Background: an optimization exercise with open tools, aiming at small area. Do not read the settings as production practice. Where RTL was checked, it was by simulation tests only, not by an equivalence proof against the original.

## MS
==> module tnr_blend_top, before the edit <==
module tnr_blend_top (
    input  logic        clk,
    input  logic        reset,
    input  logic        in_valid,
    input  logic [11:0] cur,
    input  logic [11:0] prev,
    input  logic [8:0]  blend_th0,
    input  logic [8:0]  blend_th1,
    output logic        out_valid,
    output logic [11:0] out_pixel
);
    logic [11:0] f_base;
    logic [9:0]  f_tm;
    logic [8:0]  f_r;
    logic [8:0]  f_dv;
    tnr_front i_front (
        .cur       (cur),
        .prev      (prev),
        .blend_th0 (blend_th0),
        .blend_th1 (blend_th1),
        .base      (f_base),
        .tm        (f_tm),
        .r         (f_r),
        .dv        (f_dv)
    );
    logic [8:0] r1;
    logic       qb1;
    tnr_step i_step1 (.r(f_r), .dv(f_dv), .rn(r1), .q(qb1));
    logic        c1_v;
    logic [11:0] c1_base;
    logic [9:0]  c1_tm;
    logic [8:0]  c1_r;
    logic [8:0]  c1_dv;
    logic [0:0]  c1_q;
    always_ff @(posedge clk) begin
        if (reset) c1_v <= 1'b0;
        else       c1_v <= in_valid;
    end
    always_ff @(posedge clk) begin
        c1_base <= f_base;
        c1_tm   <= f_tm;
        c1_r    <= r1;
        c1_dv   <= f_dv;
        c1_q    <= {qb1};
    end
    logic [8:0] r2;
    logic       qb2;
    tnr_step i_step2 (.r(c1_r), .dv(c1_dv), .rn(r2), .q(qb2));
    logic [8:0] r3;
    logic       qb3;
    tnr_step i_step3 (.r(r2), .dv(c1_dv), .rn(r3), .q(qb3));
    logic [8:0] r4;
    logic       qb4;
    tnr_step i_step4 (.r(r3), .dv(c1_dv), .rn(r4), .q(qb4));
    logic        c4_v;
    logic [11:0] c4_base;
    logic [9:0]  c4_tm;
    logic [8:0]  c4_r;
    logic [8:0]  c4_dv;
    logic [3:0]  c4_q;
    always_ff @(posedge clk) begin
        if (reset) c4_v <= 1'b0;
        else       c4_v <= c1_v;
    end
    always_ff @(posedge clk) begin
        c4_base <= c1_base;
        c4_tm   <= c1_tm;
        c4_r    <= r4;
        c4_dv   <= c1_dv;
        c4_q    <= {c1_q[0], qb2, qb3, qb4};
    end
    logic [8:0] r5;
    logic       qb5;
    tnr_step i_step5 (.r(c4_r), .dv(c4_dv), .rn(r5), .q(qb5));
    logic [8:0] r6;
    logic       qb6;
    tnr_step i_step6 (.r(r5), .dv(c4_dv), .rn(r6), .q(qb6));
    logic [8:0] r7;
    logic       qb7;
    tnr_step i_step7 (.r(r6), .dv(c4_dv), .rn(r7), .q(qb7));
    logic [8:0] r8;
    logic       qb8;
    tnr_qstep i_step8 (.r(r7), .dv(c4_dv), .q(qb8));
    assign r8 = '0;
    logic        c8_v;
    logic [11:0] c8_base;
    logic [9:0]  c8_tm;
    logic [7:0]  c8_q;
    always_ff @(posedge clk) begin
        if (reset) c8_v <= 1'b0;
        else       c8_v <= c4_v;
    end
    always_ff @(posedge clk) begin
        c8_base <= c4_base;
        c8_tm   <= c4_tm;
        c8_q    <= {c4_q[3], c4_q[2], c4_q[1], c4_q[0], qb5, qb6, qb7, qb8};
    end
    logic [11:0] mix;
    tnr_mix i_mix (.q({c8_q[7], c8_q[6], c8_q[5], c8_q[4], c8_q[3], c8_q[2], c8_q[1], c8_q[0]}), .tm(c8_tm), .base(c8_base), .o(mix));
    always_ff @(posedge clk) begin
        if (reset) out_valid <= 1'b0;
        else       out_valid <= c8_v;
    end
    always_ff @(posedge clk) begin
        out_pixel <= mix;
    end
endmodule
clock: 5.0 ns
lec_check: 0
cap_margin: 20
core_margin: 2
core_utilization: 60
cts_buf_list: sky130_fd_sc_hd__clkbuf_8
gpl_timing_driven: 0
slew_margin: 20
synth_hierarchical: 1
standard.sh (not shown) runs the stock make flow with config.mk's settings and CLKGATE_MAP_FILE= SYNTH_SCRIPT=/design/flow/synth_recipe.tcl, a recipe that flattens the netlist after the stock synthesis.
==> flow/flow/run.sh <==
#!/bin/bash
# The standard layout (standard.sh, all steps) with two changes:
# - the buffer placed on every input and output port is the smallest buffer,
#   sky130_fd_sc_hd__buf_1, instead of the default clkdlybuf4s50_1;
# - clock tree synthesis does not add dummy load cells to the clock tree.
# All tool output goes to standard.log in this folder; ORFS keeps its own
# per-step logs under orfs/logs/.
export BUFFER_PORTS_ARGS="-buffer_cell sky130_fd_sc_hd__buf_1"
export CTS_ARGS="-sink_clustering_enable -repair_clock_nets -buf_list sky130_fd_sc_hd__clkbuf_8 -dont_use_dummy_load"
bash standard.sh > standard.log 2>&1
status=$?
tail -n 30 standard.log
exit $status
Modified inputs, TR compared to MS
--- a/flow/design.v
+++ b/flow/design.v
@@ -655,4 +655,48 @@
     assign rn = s0_an[8:0] ^ ({9{q}} & (s0_d[8:0] ^ s0_bin[8:0]));
 endmodule
+module tnr_step_small (
+    input  logic [8:0] r,
+    input  logic [8:0] dv,
+    output logic [8:0] rn,
+    output logic       q
+);
+    wire [9:0] s0_an = {r, 1'b1};
+    wire [9:0] s0_a = ~s0_an;
+    wire [9:0] s0_d = {1'b0, dv};
+    wire [9:0] s0_g = ~s0_a & s0_d;
+    wire [9:0] s0_pp = ~s0_a | s0_d;
+    wire s0_n1g = s0_g[1] | (s0_pp[1] & s0_g[0]);
+    wire s0_n1p = s0_pp[1] & s0_pp[0];
+    wire s0_n2g = s0_g[3] | (s0_pp[3] & s0_g[2]);
+    wire s0_n2p = s0_pp[3] & s0_pp[2];
+    wire s0_n3g = s0_g[5] | (s0_pp[5] & s0_g[4]);
+    wire s0_n3p = s0_pp[5] & s0_pp[4];
+    wire s0_n4g = s0_g[7] | (s0_pp[7] & s0_g[6]);
+    wire s0_n4p = s0_pp[7] & s0_pp[6];
+    wire s0_n5g = s0_g[9] | (s0_pp[9] & s0_g[8]);
+    wire s0_n5p = s0_pp[9] & s0_pp[8];
+    wire s0_n6g = s0_n2g | (s0_n2p & s0_n1g);
+    wire s0_n6p = s0_n2p & s0_n1p;
+    wire s0_n7g = s0_n4g | (s0_n4p & s0_n3g);
+    wire s0_n7p = s0_n4p & s0_n3p;
+    wire s0_n8g = s0_n7g | (s0_n7p & s0_n6g);
+    wire s0_n8p = s0_n7p & s0_n6p;
+    wire s0_n9g = s0_n3g | (s0_n3p & s0_n6g);
+    wire s0_n9p = s0_n3p & s0_n6p;
+    wire s0_n10g = s0_n5g | (s0_n5p & s0_n8g);
+    wire s0_n10p = s0_n5p & s0_n8p;
+    wire s0_n11g = s0_g[2] | (s0_pp[2] & s0_n1g);
+    wire s0_n11p = s0_pp[2] & s0_n1p;
+    wire s0_n12g = s0_g[4] | (s0_pp[4] & s0_n6g);
+    wire s0_n12p = s0_pp[4] & s0_n6p;
+    wire s0_n13g = s0_g[6] | (s0_pp[6] & s0_n9g);
+    wire s0_n13p = s0_pp[6] & s0_n9p;
+    wire s0_n14g = s0_g[8] | (s0_pp[8] & s0_n8g);
+    wire s0_n14p = s0_pp[8] & s0_n8p;
+    wire [9:0] s0_GF = {s0_n10g, s0_n14g, s0_n8g, s0_n13g, s0_n9g, s0_n12g, s0_n6g, s0_n11g, s0_n1g, s0_g[0]};
+    wire [9:0] s0_bin = {s0_GF[8:0], 1'b0};
+    assign q = ~s0_GF[9];
+    assign rn = s0_an[8:0] ^ ({9{q}} & (s0_d[8:0] ^ s0_bin[8:0]));
+endmodule
 module tnr_qstep (
     input  logic [8:0] r,
@@ -1096,5 +1140,5 @@
     logic [8:0] r1;
     logic       qb1;
-    tnr_step i_step1 (.r(f_r), .dv(f_dv), .rn(r1), .q(qb1));
+    tnr_step_small i_step1 (.r(f_r), .dv(f_dv), .rn(r1), .q(qb1));
     logic        c1_v;
     logic [11:0] c1_base;
@@ -1116,8 +1160,8 @@
     logic [8:0] r2;
     logic       qb2;
-    tnr_step i_step2 (.r(c1_r), .dv(c1_dv), .rn(r2), .q(qb2));
+    tnr_step_small i_step2 (.r(c1_r), .dv(c1_dv), .rn(r2), .q(qb2));
     logic [8:0] r3;
     logic       qb3;
-    tnr_step i_step3 (.r(r2), .dv(c1_dv), .rn(r3), .q(qb3));
+    tnr_step_small i_step3 (.r(r2), .dv(c1_dv), .rn(r3), .q(qb3));
     logic [8:0] r4;
     logic       qb4;
[summary]
[TR vs MS] buffers inserted during post-CTS setup optimization: lower in TR
NOTE: critical path depth in TR falls short of that of MS
Taking MS as the reference, in TR worst setup margin went down; register share of the cell area closely matched the old numbers.
Relative to MS, area added between synthesis and finish has increased by 1.6 points in TR.
No functional check of the RTL was part of any run of this note.

========
tnr_blend_top, a different RTL version from the one above (not shown whole).
For scale: about 1100 cells after synthesis, ~130 flip-flops, ~11000 sq um of cells after synthesis.
==> module tnr_blend_top, before the edit <==
module tnr_blend_top (
    input  logic        clk,
    input  logic        reset,
    input  logic        in_valid,
    input  logic [11:0] cur,
    input  logic [11:0] prev,
    input  logic [8:0]  blend_th0,
    input  logic [8:0]  blend_th1,
    output logic        out_valid,
    output logic [11:0] out_pixel
);
    logic [11:0] f_base;
    logic [9:0]  f_tm;
    logic [8:0]  f_r;
    logic [8:0]  f_dv;
    tnr_front i_front (
        .cur       (cur),
        .prev      (prev),
        .blend_th0 (blend_th0),
        .blend_th1 (blend_th1),
        .base      (f_base),
        .tm        (f_tm),
        .r         (f_r),
        .dv        (f_dv)
    );
    logic [8:0] r1;
    logic       qb1;
    tnr_step_small i_step1 (.r(f_r), .dv(f_dv), .rn(r1), .q(qb1));
    logic        c1_v;
    logic [11:0] c1_base;
    logic [9:0]  c1_tm;
    logic [8:0]  c1_r;
    logic [8:0]  c1_dv;
    logic [0:0]  c1_q;
    always_ff @(posedge clk) begin
        if (reset) c1_v <= 1'b0;
        else       c1_v <= in_valid;
    end
    always_ff @(posedge clk) begin
        c1_base <= f_base;
        c1_tm   <= f_tm;
        c1_r    <= r1;
        c1_dv   <= f_dv;
        c1_q    <= {qb1};
    end
    logic [8:0] r2;
    logic       qb2;
    tnr_step_small i_step2 (.r(c1_r), .dv(c1_dv), .rn(r2), .q(qb2));
    logic [8:0] r3;
    logic       qb3;
    tnr_step_small i_step3 (.r(r2), .dv(c1_dv), .rn(r3), .q(qb3));
    logic [8:0] r4;
    logic       qb4;
    tnr_step_small i_step4 (.r(r3), .dv(c1_dv), .rn(r4), .q(qb4));
    logic        c4_v;
    logic [11:0] c4_base;
    logic [9:0]  c4_tm;
    logic [8:0]  c4_r;
    logic [8:0]  c4_dv;
    logic [3:0]  c4_q;
    always_ff @(posedge clk) begin
        if (reset) c4_v <= 1'b0;
        else       c4_v <= c1_v;
    end
    always_ff @(posedge clk) begin
        c4_base <= c1_base;
        c4_tm   <= c1_tm;
        c4_r    <= r4;
        c4_dv   <= c1_dv;
        c4_q    <= {c1_q[0], qb2, qb3, qb4};
    end
    logic [8:0] r5;
    logic       qb5;
    tnr_step i_step5 (.r(c4_r), .dv(c4_dv), .rn(r5), .q(qb5));
    logic [8:0] r6;
    logic       qb6;
    tnr_step i_step6 (.r(r5), .dv(c4_dv), .rn(r6), .q(qb6));
    logic [8:0] r7;
    logic       qb7;
    tnr_step i_step7 (.r(r6), .dv(c4_dv), .rn(r7), .q(qb7));
    logic [8:0] r8;
    logic       qb8;
    tnr_qstep i_step8 (.r(r7), .dv(c4_dv), .q(qb8));
    assign r8 = '0;
    logic        c8_v;
    logic [11:0] c8_base;
    logic [9:0]  c8_tm;
    logic [7:0]  c8_q;
    always_ff @(posedge clk) begin
        if (reset) c8_v <= 1'b0;
        else       c8_v <= c4_v;
    end
    always_ff @(posedge clk) begin
        c8_base <= c4_base;
        c8_tm   <= c4_tm;
        c8_q    <= {c4_q[3], c4_q[2], c4_q[1], c4_q[0], qb5, qb6, qb7, qb8};
    end
    logic [11:0] mix;
    tnr_mix i_mix (.q({c8_q[7], c8_q[6], c8_q[5], c8_q[4], c8_q[3], c8_q[2], c8_q[1], c8_q[0]}), .tm(c8_tm), .base(c8_base), .o(mix));
    always_ff @(posedge clk) begin
        if (reset) out_valid <= 1'b0;
        else       out_valid <= c8_v;
    end
    always_ff @(posedge clk) begin
        out_pixel <= mix;
    end
endmodule
==> flow/config.mk <==
export PLATFORM = sky130hd
export DESIGN_NAME = tnr_blend_top
export DESIGN_NICKNAME = tnr_blend_top
export VERILOG_FILES = /design/flow/design.v
export SDC_FILE = /design/flow/constraint.sdc
export NUM_CORES = 4
export LEC_CHECK = 0
export CAP_MARGIN = 20
export CORE_MARGIN = 2
export CORE_UTILIZATION = 60
export CTS_BUF_LIST = sky130_fd_sc_hd__clkbuf_8
export GPL_TIMING_DRIVEN = 0
export SLEW_MARGIN = 20
export SYNTH_HIERARCHICAL = 1
==> flow/constraint.sdc <==
create_clock -name core_clock -period 5.0 [get_ports {clk}]
set_input_delay 1.0000 -clock core_clock [delete_from_list [all_inputs] [get_ports {clk}]]
set_output_delay 1.0000 -clock core_clock [all_outputs]
set_load 0.01 [all_outputs]
Scripts as last shown in full above: flow/flow/run.sh
Next try:
--- a/flow/design.v
+++ b/flow/design.v
@@ -1158,15 +1158,15 @@
         c1_q    <= {qb1};
     end
     logic [8:0] r2;
     logic       qb2;
-    tnr_step_small i_step2 (.r(c1_r), .dv(c1_dv), .rn(r2), .q(qb2));
+    tnr_step i_step2 (.r(c1_r), .dv(c1_dv), .rn(r2), .q(qb2));
     logic [8:0] r3;
     logic       qb3;
-    tnr_step_small i_step3 (.r(r2), .dv(c1_dv), .rn(r3), .q(qb3));
+    tnr_step i_step3 (.r(r2), .dv(c1_dv), .rn(r3), .q(qb3));
     logic [8:0] r4;
     logic       qb4;
-    tnr_step_small i_step4 (.r(r3), .dv(c1_dv), .rn(r4), .q(qb4));
+    tnr_step i_step4 (.r(r3), .dv(c1_dv), .rn(r4), .q(qb4));
     logic        c4_v;
     logic [11:0] c4_base;
     logic [9:0]  c4_tm;
     logic [8:0]  c4_r;
Setup slack loses 0.0034 ns.
Routed wire length is higher by 3.4%.
Die area goes up by 0.96%.
Hold slack hardly moves.
First-iteration DRC count grows by 44%.
Sequential cell count stays the same.
Sequential share of layout area shrinks by 0.29 points.
Utilization drops by 0.84 points.
Synthesized cell count came out higher by 1.3%.
Clock-buffer cell count stays the same.
Global-route usage hardly moves.
Register-to-register slack stays flat.
Non-clock buffer count goes up by 5.
Function not checked in the second run of this note: the RTL went through the layout flow alone.

[afterwards: timing with drivers on the ports]
No port has a modelled driver above. Below, the same layouts with a new extraction and two added sets of constraints. Step 1, drivers: a clkbuf_16 drives clk and a buf_2 each remaining input, both assumed. Step 2 times the ports against the registers' clock, not the clock port: input delays grow and output delays shrink by t, the midpoint of the rising clock arrivals with the driver on. Three values: ideal, step 1, step 2; two values: the first two.
| run | t, ns | setup WS [ns] | clock arrival spread, ns |
|---|---|---|---|
| MS | 0.470 | 0.091 / 0.093 / -0.376 | 0.034 / 0.033 |
| TR | 0.454 | 0.085 / 0.098 / -0.356 | 0.033 / 0.032 |
| the first run of note 2 | 0.455 | 0.153 / 0.142 / -0.313 | 0.037 / 0.038 |
| the second run of note 2 | 0.460 | 0.150 / 0.138 / -0.322 | 0.039 / 0.040 |
With both steps, setup timing fails in every run listed, where it was met with ideal ports. The setup slack of the second run of note 2, which loses most, moves by -0.012 ns with the drivers and by -0.472 ns with both steps.
